Background: an optimization exercise with open tools, aiming at small area, a short achievable clock period and few clock cycles per item. Do not read the settings as production practice.
Only simulation tests tie the RTL to the original design; equivalence was not proved.

--- flow/config.mk ---
export PLATFORM = sky130hd
export DESIGN_NAME = superres_top
export DESIGN_NICKNAME = superres_top
export VERILOG_FILES = /design/flow/design.v
export SDC_FILE = /design/flow/constraint.sdc
export NUM_CORES = 4
export LEC_CHECK = 0
export CAP_MARGIN = 20
export CORE_MARGIN = 2
export CORE_UTILIZATION = 40
export SLEW_MARGIN = 20
--- flow/constraint.sdc ---
create_clock -name core_clock -period 10.0 [get_ports {clk}]
set_input_delay 2.0000 -clock core_clock [delete_from_list [all_inputs] [get_ports {clk}]]
set_output_delay 2.0000 -clock core_clock [all_outputs]
set_load 0.01 [all_outputs]
--- flow/design.v ---
package superres_pkg;
    localparam int TAPS = 9;
    localparam int CHANNELS = 3;
    localparam int COEF_WEIGHTS = 81;
    localparam int COEF_DEPTH = 84;
    typedef logic [7:0] channel_t;
    typedef logic [23:0] pixel_t;
    typedef logic signed [7:0] coef_t;
    typedef logic [6:0] coef_addr_t;
    typedef logic signed [21:0] acc_t;
    typedef logic [215:0] window_t;
    typedef struct packed {
        logic       we;
        coef_addr_t addr;
        coef_t      data;
    } coef_wr_t;
    typedef struct packed {
        logic       valid;
        logic [1:0] chan;
        acc_t       acc;
    } chan_result_t;
    typedef enum logic [1:0] {
        IDLE,
        MAC,
        DRAIN,
        BIAS
    } engine_state_t;
endpackage
`timescale 1ns/1ps
module superres_top #(
    parameter int FRAME_PIXELS = 76800
) (
    input  logic     clk,
    input  logic     rst_n,
    input  superres_pkg::coef_wr_t coef_wr,
    input  logic     start_process,
    input  superres_pkg::window_t  neighborhood,
    output superres_pkg::pixel_t   pixel_out,
    output logic     pixel_done,
    output logic     process_done
);
    localparam int CNT_W = $clog2(FRAME_PIXELS + 1);
    logic signed [7:0] coef [84];
    always_ff @(posedge clk or negedge rst_n) begin
        if (!rst_n) begin
            for (int i = 0; i < 84; i++) coef[i] <= '0;
        end else if (coef_wr.we) begin
            coef[coef_wr.addr] <= coef_wr.data;
        end
    end
    logic signed [21:0] acc [3];
    logic [23:0] px;
    always_comb begin
        for (int o = 0; o < 3; o++) begin
            acc[o] = 22'(coef[81 + o]);
            for (int c = 0; c < 3; c++)
                for (int t = 0; t < 9; t++)
                    acc[o] = acc[o] + 22'($signed({1'b0, neighborhood[t*24 + c*8 +: 8]}) * coef[(o*3 + c)*9 + t]);
            if (acc[o] < 0) px[o*8 +: 8] = 8'h00;
            else if (acc[o] > 255) px[o*8 +: 8] = 8'hff;
            else px[o*8 +: 8] = acc[o][7:0];
        end
    end
    always_ff @(posedge clk) pixel_out <= px;
    logic [CNT_W-1:0] pixel_cnt;
    logic             frame_end;
    assign frame_end = start_process && (pixel_cnt == CNT_W'(FRAME_PIXELS - 1));
    always_ff @(posedge clk or negedge rst_n) begin
        if (!rst_n) begin
            pixel_done   <= 1'b0;
            process_done <= 1'b0;
            pixel_cnt    <= '0;
        end else begin
            pixel_done <= start_process;
            if (start_process) begin
                pixel_cnt    <= frame_end ? '0 : pixel_cnt + 1'b1;
                process_done <= frame_end;
            end
        end
    end
endmodule
--- flow/run.sh ---
#!/bin/bash
# synth_recipe.tcl (not shown) runs the flow's synth.tcl, then flattens the netlist and writes it again
# the make line also repeats each setting of config.mk as NAME=value (left out here)
make -C /OpenROAD-flow-scripts/flow DESIGN_CONFIG=/design/flow/config.mk WORK_HOME=/design/flow/orfs CLKGATE_MAP_FILE= SYNTH_SCRIPT=/design/flow/synth_recipe.tcl finish
==> results.sh <==
export IMPL_relSlewSlack=0.167
export IMPL_ys_top_cells_by_area="sky130_fd_sc_hd__fa_1, sky130_fd_sc_hd__ha_1, sky130_fd_sc_hd__inv_1"
export IMPL_number_of_register_bits_inferred_by_synthesis=715
export IMPL_clock_skew_final_ns=0.0574
export IMPL_die_area_um2=565000
export IMPL_outcome="complete, but fails checks"
export IMPL_first_iter_violations=15413
export IMPL_n_fill_cell=52231
export IMPL_clkLatencyLatePin_ns=0.94
export IMPL_core_area_um2=557000
export IMPL_die_w_um=752
export IMPL_finalNetCount=32963
export IMPL_synth_edf_count=0
export IMPL_timing_reg2reg_worst_path_depth=33
export IMPL_chipHeight_um=752
export IMPL_num_rows=274
export IMPL_detailedPlacementHpwl_um=843000
export IMPL_detailedRoute_firstPassIterationCount=6
export IMPL_gp_routability_congestion=1.09
export IMPL_worst_setup_path_endpoint="pixel_out[13]"
export IMPL_synth_largest_type_area_fraction=0.490
export IMPL_total_count_of_hold_check_failures_in_the_final_report=0
export IMPL_total_routing_resource_utilization_after_global_routing=0.349
export IMPL_layout_worst_path_cycle_share=1.15
export IMPL_clock_tree_from_tritoncts="yes"
export IMPL_crit_path_top_delay_cell="sky130_fd_sc_hd__fa_2"
export IMPL_post_synth_fa_ha_maj_area_fraction=0.629
export IMPL_global_route_wire_length_before_repair_um=1360000
export IMPL_footprint_of_the_multi_input_gates_um2=183000
export IMPL_max_cap_violations=0
export IMPL_cts_root_buffer="sky130_fd_sc_hd__clkbuf_16"
export IMPL_critPathLaunch="neighborhood[76]"
export IMPL_cts_max_path_buffers=4
export IMPL_postLayoutCellArea_um2=269000
export IMPL_synth_most_common_cell="sky130_fd_sc_hd__inv_1"
export IMPL_num_vias=165753
export IMPL_critPathMostFrequentCell="sky130_fd_sc_hd__fa_1"
export IMPL_synth_commonest_cells="sky130_fd_sc_hd__inv_1, sky130_fd_sc_hd__fa_1, sky130_fd_sc_hd__and2_1"
export IMPL_timing_critical_path_arrival_ns=12.33
export IMPL_worst_path_max_fanout=8
export IMPL_synth_compound_area_share=0.00726
export IMPL_yosys_top_cell_by_area="sky130_fd_sc_hd__fa_1"
export IMPL_drc=0
export IMPL_ff2ff_setup_slack_ns=-0.57
export IMPL_placed_cell_area_um2=258000
export IMPL_yosysSeqAreaShare=0.0794
export IMPL_maximum_number_of_pins_on_one_net_before_global_route_repair=97
export IMPL_crit_reg2reg_capture="pixel_out[13]"
export IMPL_worst_slack_ns=-1.51
export IMPL_yosys_area_share_xor_xnor=0.00439
export IMPL_setup_violations_final=24
export IMPL_remaining_number_of_nets_flagged_by_the_antenna_check_after_routing=0
export IMPL_postSynthNetCount=30312
export IMPL_synth_async_reset_ratio=0.966
export IMPL_post_synth_and_or_nand_nor_area_fraction=0.131
export IMPL_post_drt_wl_per_cell_um=30.2
export IMPL_setup_repair_after_global_routing_missed_its_margin="true"
export IMPL_yosysWarningCount=3
export IMPL_proportion_of_synthesized_area_in_mux_cells=0.0328
export IMPL_ff_latch_area_um2=17800
export IMPL_ios=261
export IMPL_area_growth_syn_to_layout_pct=20.4
export IMPL_post_synth_instance_area_um2=224000
export IMPL_regToRegStartpoint="coef[33][7]"
export IMPL_so_violations="negative setup slack"
export IMPL_routed_via_density=5.12
export IMPL_antenna_found_initial=73
export IMPL_worstSetupEndpointType="flip-flop"
export IMPL_grt_ovfl_total=0
export IMPL_max_freq_mhz=86.9
export IMPL_tightestPinTransition_ns=1.25
export IMPL_initial_standard_cell_utilization_of_the_core=0.402
export IMPL_port_buffers=260
export IMPL_cts_clk_slew_worst_paths_ns=0.05
export IMPL_first_global_vias=178146
export IMPL_worst_endpoint_required_ns=10.82
export IMPL_postSynthAreaPerCell_um2=10.1
export IMPL_ys_flop_type="sky130_fd_sc_hd__dfrtp_1"
export IMPL_synth_top_family_by_area="adder cells"
export IMPL_syn_instance_count=22120
export IMPL_criticalPathCategory="input port to flip-flop"
export IMPL_cts_htree_levels=4
export IMPL_layout_drive_gt1_share=0.202
export IMPL_cp_slowest_stage_delay_ns=0.80
export IMPL_timing_critical_path_from_type="input port"
export IMPL_total_cts_buffers=134
export IMPL_timing_max_transition_violations_final=0
export IMPL_layout_min_cycle_time_ns=11.51
export IMPL_yosysUniqueCellTypes=78
export IMPL_worst_hold_path_type="flip-flop to flip-flop"
export IMPL_wirelength_um=977000
export IMPL_cts_hold_buf=0
export IMPL_cts_num_sinks=715
## flip-flops by register name, summed over array words and instances (netlist names)
register	cells
pixel_out	24
process_done	1
pixel_cnt	17
pixel_done	1
coef	672
## worst min path at each step
| stage | startpoint | to | cells past startpoint |
|---|---|---|---|
| after floorplan | pixel_cnt[4] | pixel_cnt[4] | 1 |
| after global placement | pixel_cnt[4] | pixel_cnt[4] | 1 |
| after detailed placement | pixel_cnt[4] | pixel_cnt[4] | 1 |
| after CTS | pixel_cnt[4] | pixel_cnt[4] | 1 |
| after global routing | pixel_cnt[4] | pixel_cnt[4] | 1 |
| final | pixel_cnt[4] | pixel_cnt[4] | 1 |
## critical path: cells and delay by family
family | cells | cell delay, ns
simple gates | 2 | 0.23
fa+ha+maj | 14 | 7.50
compound gates | 6 | 1.13
mux | 1 | 0.36
buf+inv | 10 | 1.07
## area by class of cell
| class | count | share of cell area |
|---|---|---|
| flip-flops and latches | 715 | 0.0660 |
| well taps | 7452 | 0.0346 |
| inverters | 6257 | 0.0873 |
| multi-input cells | 14487 | 0.679 |
| repair buffers | 3176 | 0.116 |
| clock inverters | 48 | 0.00210 |
| diodes | 54 | 0.000502 |
| clock buffers | 190 | 0.0145 |
## metrics by stage
stage	hold WS, ns	worst slack, ns	std cells	TNS [ns]	util
finish	0.475	-1.51	32379	-32.76	0.483
global route	0.507	-1.64	32336	-37.35	0.483
CTS	0.475	-1.49	32243	-32.44	0.480
detailed placement	0.467	-3.23	31675	-71.39	0.462
global placement	0.468	-3.18	31674	-71.52	0.462
floorplan	0.446	-1.19	22120	-25.37	-
## cell families after synthesis
| logic type | Yosys count |
|---|---|
| AO/OA/AOI/OAI | 242 |
| XOR/XNOR | 112 |
| adder cells (fa/ha/maj) | 7957 |
| buffers and inverters | 6918 |
| flip-flops | 715 |
| multiplexers | 653 |
| AND/OR/NAND/NOR | 5523 |
## layout by cell type, fill, tap and decap left out, drive strengths merged, types with 39 or more instances in the layout
master / count
o21ai: 64
diode: 54
and2: 2989
nand2: 1669
clkdlybuf4s50: 39
ha: 2483
clkbuf: 264
mux2: 649
buf: 2950
a21oi: 47
inv: 6225
dfrtp: 691
clkinv: 59
xnor2: 86
dlygate4sd2: 60
nand2b: 197
nor2b: 136
fa: 5474
nor2: 421
## what timing repair did
item | CTS | global route
setup buffers | 324 | 92
cloned | 22 | 6
endpoints found under the setup margin | 24 | 24
pin swaps | 457 | 479
endpoints found under the hold margin | 0 | 0
gates resized for setup | 1162 | 719
## routing by layer
metal | part of all wire | wire [µm] | track usage | vias to the layer above
met1 | 0.39 | 379000 | 0.449 | 87320
met5 | 0.00045 | 440 | 0 | -
met4 | 0.083 | 80800 | 0.225 | 32
li1 | - | - | - | 68778
met3 | 0.084 | 82300 | 0.0679 | 1887
met2 | 0.44 | 434000 | 0.541 | 7736
Testbench counts, summed over its fixed seeds: cycles 1,024, pixels 1,024.

[re-timing with driven ports]
The flow's constraints put no driver on any port. The routed layout listed below was extracted and timed again, unchanged, in two steps.
Step 1 (the two cells are an assumption about what drives the block):
set clk [get_ports {clk}]
set_driving_cell -lib_cell sky130_fd_sc_hd__clkbuf_16 $clk
set_driving_cell -lib_cell sky130_fd_sc_hd__buf_2 [delete_from_list [all_inputs] $clk]
Step 2 times the ports against the registers' clock, not the clock port: input delays grow and output delays shrink by t, the midpoint of the rising clock arrivals with the driver on.
a / b / c = no drivers / after step 1 / after step 2; a / b = the first two.
shift t [ns]: 1.051
setup slack, ns: -1.510 / -1.404 / -2.455
latest minus earliest clock arrival (ns): 0.062 / 0.062
worst data-port slew with drivers (ns): 0.26
The setup slack of this run moves by +0.106 ns with the drivers and by -0.945 ns with both steps.
